Context: an optimization exercise on an open-source flow, tuned for small area and a short achievable clock period. The choices shown serve that exercise and are no tape-out recipe. In this exercise RTL edits were held to simulation tests only and were not proved equivalent to the original. No activity file was given, so power comes from the tool's default toggle rates.

Setup of run 1:
==> flow/design.v <==
module uart_rx_recorder (
  input  logic       clk,
  input  logic       rst,
  input  logic       i_valid,
  input  logic [7:0] i_data,
  input  logic       i_clear,
  input  logic [8:0] i_raddr,
  output logic [7:0] o_rdata,
  output logic [9:0] o_count,
  output logic       o_busy,
  output logic       o_done,
  output logic       o_full,
  output logic [7:0] o_checksum
);
  logic       busy_q, done_q;
  logic [9:0] count_q;
  logic [7:0] sum_q;
  logic       we;
  logic [9:0] count_inc;
  logic       last;
  assign we        = i_valid & ~i_clear & ~done_q;
  assign count_inc = count_q + 10'd1;
  assign last      = (i_data == 8'h00) | count_q[9] | (&count_q[8:0]);
  always_ff @(posedge clk) begin
    if (rst || i_clear) begin
      busy_q  <= 1'b0;
      done_q  <= 1'b0;
      count_q <= '0;
      sum_q   <= '0;
    end else if (we) begin
      busy_q  <= ~last;
      done_q  <= last;
      count_q <= count_inc;
      sum_q   <= sum_q + i_data;
    end
  end
  assign o_count    = count_q;
  assign o_busy     = busy_q;
  assign o_done     = done_q;
  assign o_full     = count_q[9];
  assign o_checksum = sum_q;
  logic [511:0] wsel;
  logic [511:0] rsel;
  always_comb begin
    for (int r = 0; r < 512; r++) begin
      wsel[r] = (count_q[8:0] == 9'(r));
      rsel[r] = (i_raddr == 9'(r));
    end
  end
  logic [7:0] mem [512];
  for (genvar r = 0; r < 512; r++) begin : g_row
    always_ff @(posedge clk) begin
      if (we && wsel[r]) mem[r] <= i_data;
    end
  end
  logic [7:0] rd;
  for (genvar b = 0; b < 8; b++) begin : g_bit
    logic [63:0]  l1;
    logic [31:0]  l2_n;
    logic [7:0]   l3;
    logic [3:0]   l4_n;
    for (genvar i = 0; i < 64; i++) begin : g_l1
      uart_rx_recorder_or8 u (.s(rsel[8*i +: 8]), .d({mem[8*i+7][b], mem[8*i+6][b], mem[8*i+5][b], mem[8*i+4][b],
                                                   mem[8*i+3][b], mem[8*i+2][b], mem[8*i+1][b], mem[8*i][b]}),
                              .y(l1[i]));
    end
    for (genvar i = 0; i < 32; i++) begin : g_l2
      uart_rx_recorder_nor2 u (.a(l1[2*i]), .b(l1[2*i+1]), .y(l2_n[i]));
    end
    for (genvar i = 0; i < 8; i++) begin : g_l3
      uart_rx_recorder_nand4 u (.a(l2_n[4*i]), .b(l2_n[4*i+1]), .c(l2_n[4*i+2]), .d(l2_n[4*i+3]), .y(l3[i]));
    end
    for (genvar i = 0; i < 4; i++) begin : g_l4
      uart_rx_recorder_nor2 u (.a(l3[2*i]), .b(l3[2*i+1]), .y(l4_n[i]));
    end
    assign rd[b] = ~(&l4_n);
  end
  always_ff @(posedge clk) begin
    if (rst) o_rdata <= '0;
    else     o_rdata <= rd;
  end
endmodule
module uart_rx_recorder_or8 (
  input  logic [7:0] s,
  input  logic [7:0] d,
  output logic       y
);
  assign y = |(s & d);
endmodule
module uart_rx_recorder_nand4 (
  input  logic a, b, c, d,
  output logic y
);
  assign y = ~(a & b & c & d);
endmodule
module uart_rx_recorder_nor2 (
  input  logic a, b,
  output logic y
);
  assign y = ~(a | b);
endmodule
export LEC_CHECK = 0
export CAP_MARGIN = 20
export CORE_MARGIN = 2
export CORE_UTILIZATION = 40
export CTS_CLUSTER_DIAMETER = 60
export CTS_CLUSTER_SIZE = 30
export GPL_TIMING_DRIVEN = 0
export SETUP_SLACK_MARGIN = 1.5
export SLEW_MARGIN = 20
export SYNTH_HIERARCHICAL = 1
export TNS_END_PERCENT = 5
create_clock -name core_clock -period 3.5 [get_ports {clk}]
run.sh (not shown) runs the stock make flow with config.mk's settings and CLKGATE_MAP_FILE= SYNTH_SCRIPT=/design/flow/synth_recipe.tcl, a recipe that flattens the netlist after the stock synthesis.
The flow did not stop early for run 1: all stages ran, and the layout cleared the timing, design-rule and antenna checks.
Here is what was changed in the inputs of run 5 compared with run 1.
--- a/flow/design.v
+++ b/flow/design.v
@@ -40,24 +40,38 @@
   assign o_full     = count_q[9];
   assign o_checksum = sum_q;
-  logic [511:0] wsel;
+  logic [7:0] wa_n_q, wb_q, wc_q;
+  always_ff @(posedge clk) begin
+    if (rst || i_clear) begin
+      wa_n_q <= 8'hfe;
+      wb_q   <= 8'd1;
+      wc_q   <= 8'd1;
+    end else if (we) begin
+      wa_n_q <= {wa_n_q[6:0], wa_n_q[7]};
+      if (!wa_n_q[7]) wb_q <= {wb_q[6:0], wb_q[7]};
+      if (!wa_n_q[7] && wb_q[7]) wc_q <= {wc_q[6:0], wc_q[7]};
+    end
+  end
+  logic [63:0]  wbc_n;
+  logic [511:0] wen;
   logic [511:0] rsel;
   always_comb begin
-    for (int r = 0; r < 512; r++) begin
-      wsel[r] = (count_q[8:0] == 9'(r));
-      rsel[r] = (i_raddr == 9'(r));
-    end
+    for (int k = 0; k < 64; k++) wbc_n[k] = ~(we & wb_q[k % 8] & wc_q[k / 8]);
+    for (int r = 0; r < 512; r++) rsel[r] = (i_raddr == 9'(r));
   end
   logic [7:0] mem [512];
   for (genvar r = 0; r < 512; r++) begin : g_row
+    uart_rx_recorder_nor2 u_wen (.a(wa_n_q[r % 8]), .b(wbc_n[r / 8]), .y(wen[r]));
     always_ff @(posedge clk) begin
-      if (we && wsel[r]) mem[r] <= i_data;
+      if (wen[r]) mem[r] <= i_data;
     end
   end
   logic [7:0] rd;
   for (genvar b = 0; b < 8; b++) begin : g_bit
-    logic [63:0]  l1;
-    logic [31:0]  l2_n;
-    logic [7:0]   l3;
-    logic [3:0]   l4_n;
+    logic [63:0] l1;
+    logic [31:0] l2_n;
+    logic [15:0] l3;
+    logic [7:0]  l4_n;
+    logic [3:0]  l5;
+    logic [1:0]  l6_n;
     for (genvar i = 0; i < 64; i++) begin : g_l1
       uart_rx_recorder_or8 u (.s(rsel[8*i +: 8]), .d({mem[8*i+7][b], mem[8*i+6][b], mem[8*i+5][b], mem[8*i+4][b],
@@ -68,11 +82,17 @@
       uart_rx_recorder_nor2 u (.a(l1[2*i]), .b(l1[2*i+1]), .y(l2_n[i]));
     end
-    for (genvar i = 0; i < 8; i++) begin : g_l3
-      uart_rx_recorder_nand4 u (.a(l2_n[4*i]), .b(l2_n[4*i+1]), .c(l2_n[4*i+2]), .d(l2_n[4*i+3]), .y(l3[i]));
+    for (genvar i = 0; i < 16; i++) begin : g_l3
+      uart_rx_recorder_nand2 u (.a(l2_n[2*i]), .b(l2_n[2*i+1]), .y(l3[i]));
     end
-    for (genvar i = 0; i < 4; i++) begin : g_l4
+    for (genvar i = 0; i < 8; i++) begin : g_l4
       uart_rx_recorder_nor2 u (.a(l3[2*i]), .b(l3[2*i+1]), .y(l4_n[i]));
     end
-    assign rd[b] = ~(&l4_n);
+    for (genvar i = 0; i < 4; i++) begin : g_l5
+      uart_rx_recorder_nand2 u (.a(l4_n[2*i]), .b(l4_n[2*i+1]), .y(l5[i]));
+    end
+    for (genvar i = 0; i < 2; i++) begin : g_l6
+      uart_rx_recorder_nor2 u (.a(l5[2*i]), .b(l5[2*i+1]), .y(l6_n[i]));
+    end
+    assign rd[b] = ~(l6_n[0] & l6_n[1]);
   end
   always_ff @(posedge clk) begin
@@ -88,10 +108,4 @@
   assign y = |(s & d);
 endmodule
-module uart_rx_recorder_nand4 (
-  input  logic a, b, c, d,
-  output logic y
-);
-  assign y = ~(a & b & c & d);
-endmodule
 module uart_rx_recorder_nor2 (
   input  logic a, b,
@@ -100,2 +114,8 @@
   assign y = ~(a | b);
 endmodule
+module uart_rx_recorder_nand2 (
+  input  logic a, b,
+  output logic y
+);
+  assign y = ~(a & b);
+endmodule
Notes after the runs:
Delta (run 5 minus run 1): switching power lost 13%; post-layout total power went down; combined global-route utilization of all metal layers dropped 0.75 points.
Worst-case hold slack: run 5 > run 1
Layout filler cell count: run 5 vs run 1 up 904
Number of vias in the routed layout: run 5 vs run 1 down 1188
Run 5 leaves more setup margin than run 1.
Changes observed in run 5 relative to run 1: register-to-register slack +0.12 ns; final wirelength -18000 um; combinational cell fraction of total power +0.4 points; floorplan die area +0.31%.
Taking run 1 as the reference point, the fraction of area in registers of run 5 rises by 2.5 points.
For the final worst-path cycle share, run 5 came in 2.2 points lower than run 1 did.

## re-timing with driven ports
The flow's constraints put no driver on any port. The routed layouts listed below were extracted and timed again, unchanged, in two steps. Step 1 (the two cells are an assumption about what drives the block):
set clk [get_ports {clk}]
set_driving_cell -lib_cell sky130_fd_sc_hd__clkbuf_16 $clk
set_driving_cell -lib_cell sky130_fd_sc_hd__buf_2 [delete_from_list [all_inputs] $clk]
Step 2 moves the port delays by t, midway between the first and last clock arrival at a register: inputs arrive t later, outputs are due t later. That takes back most of the time a late clock gives input paths. Slacks: no drivers / after step 1 / after step 2; pairs: no drivers / after step 1.
| run | t (ns) | setup slack, ns | hold slack, ns |
|---|---|---|---|
| run 1 | 1.037 | 0.661 / 0.631 / -0.406 | 0.034 / 0.129 / 0.479 |
| run 5 | 1.014 | 0.740 / 0.664 / -0.350 | 0.114 / 0.099 / 0.471 |
With both steps, setup timing fails in run 1 and run 5, where it was met with ideal ports. For run 5, which loses most, drivers alone change the setup slack by -0.076 ns; drivers and shift together by -1.090 ns.
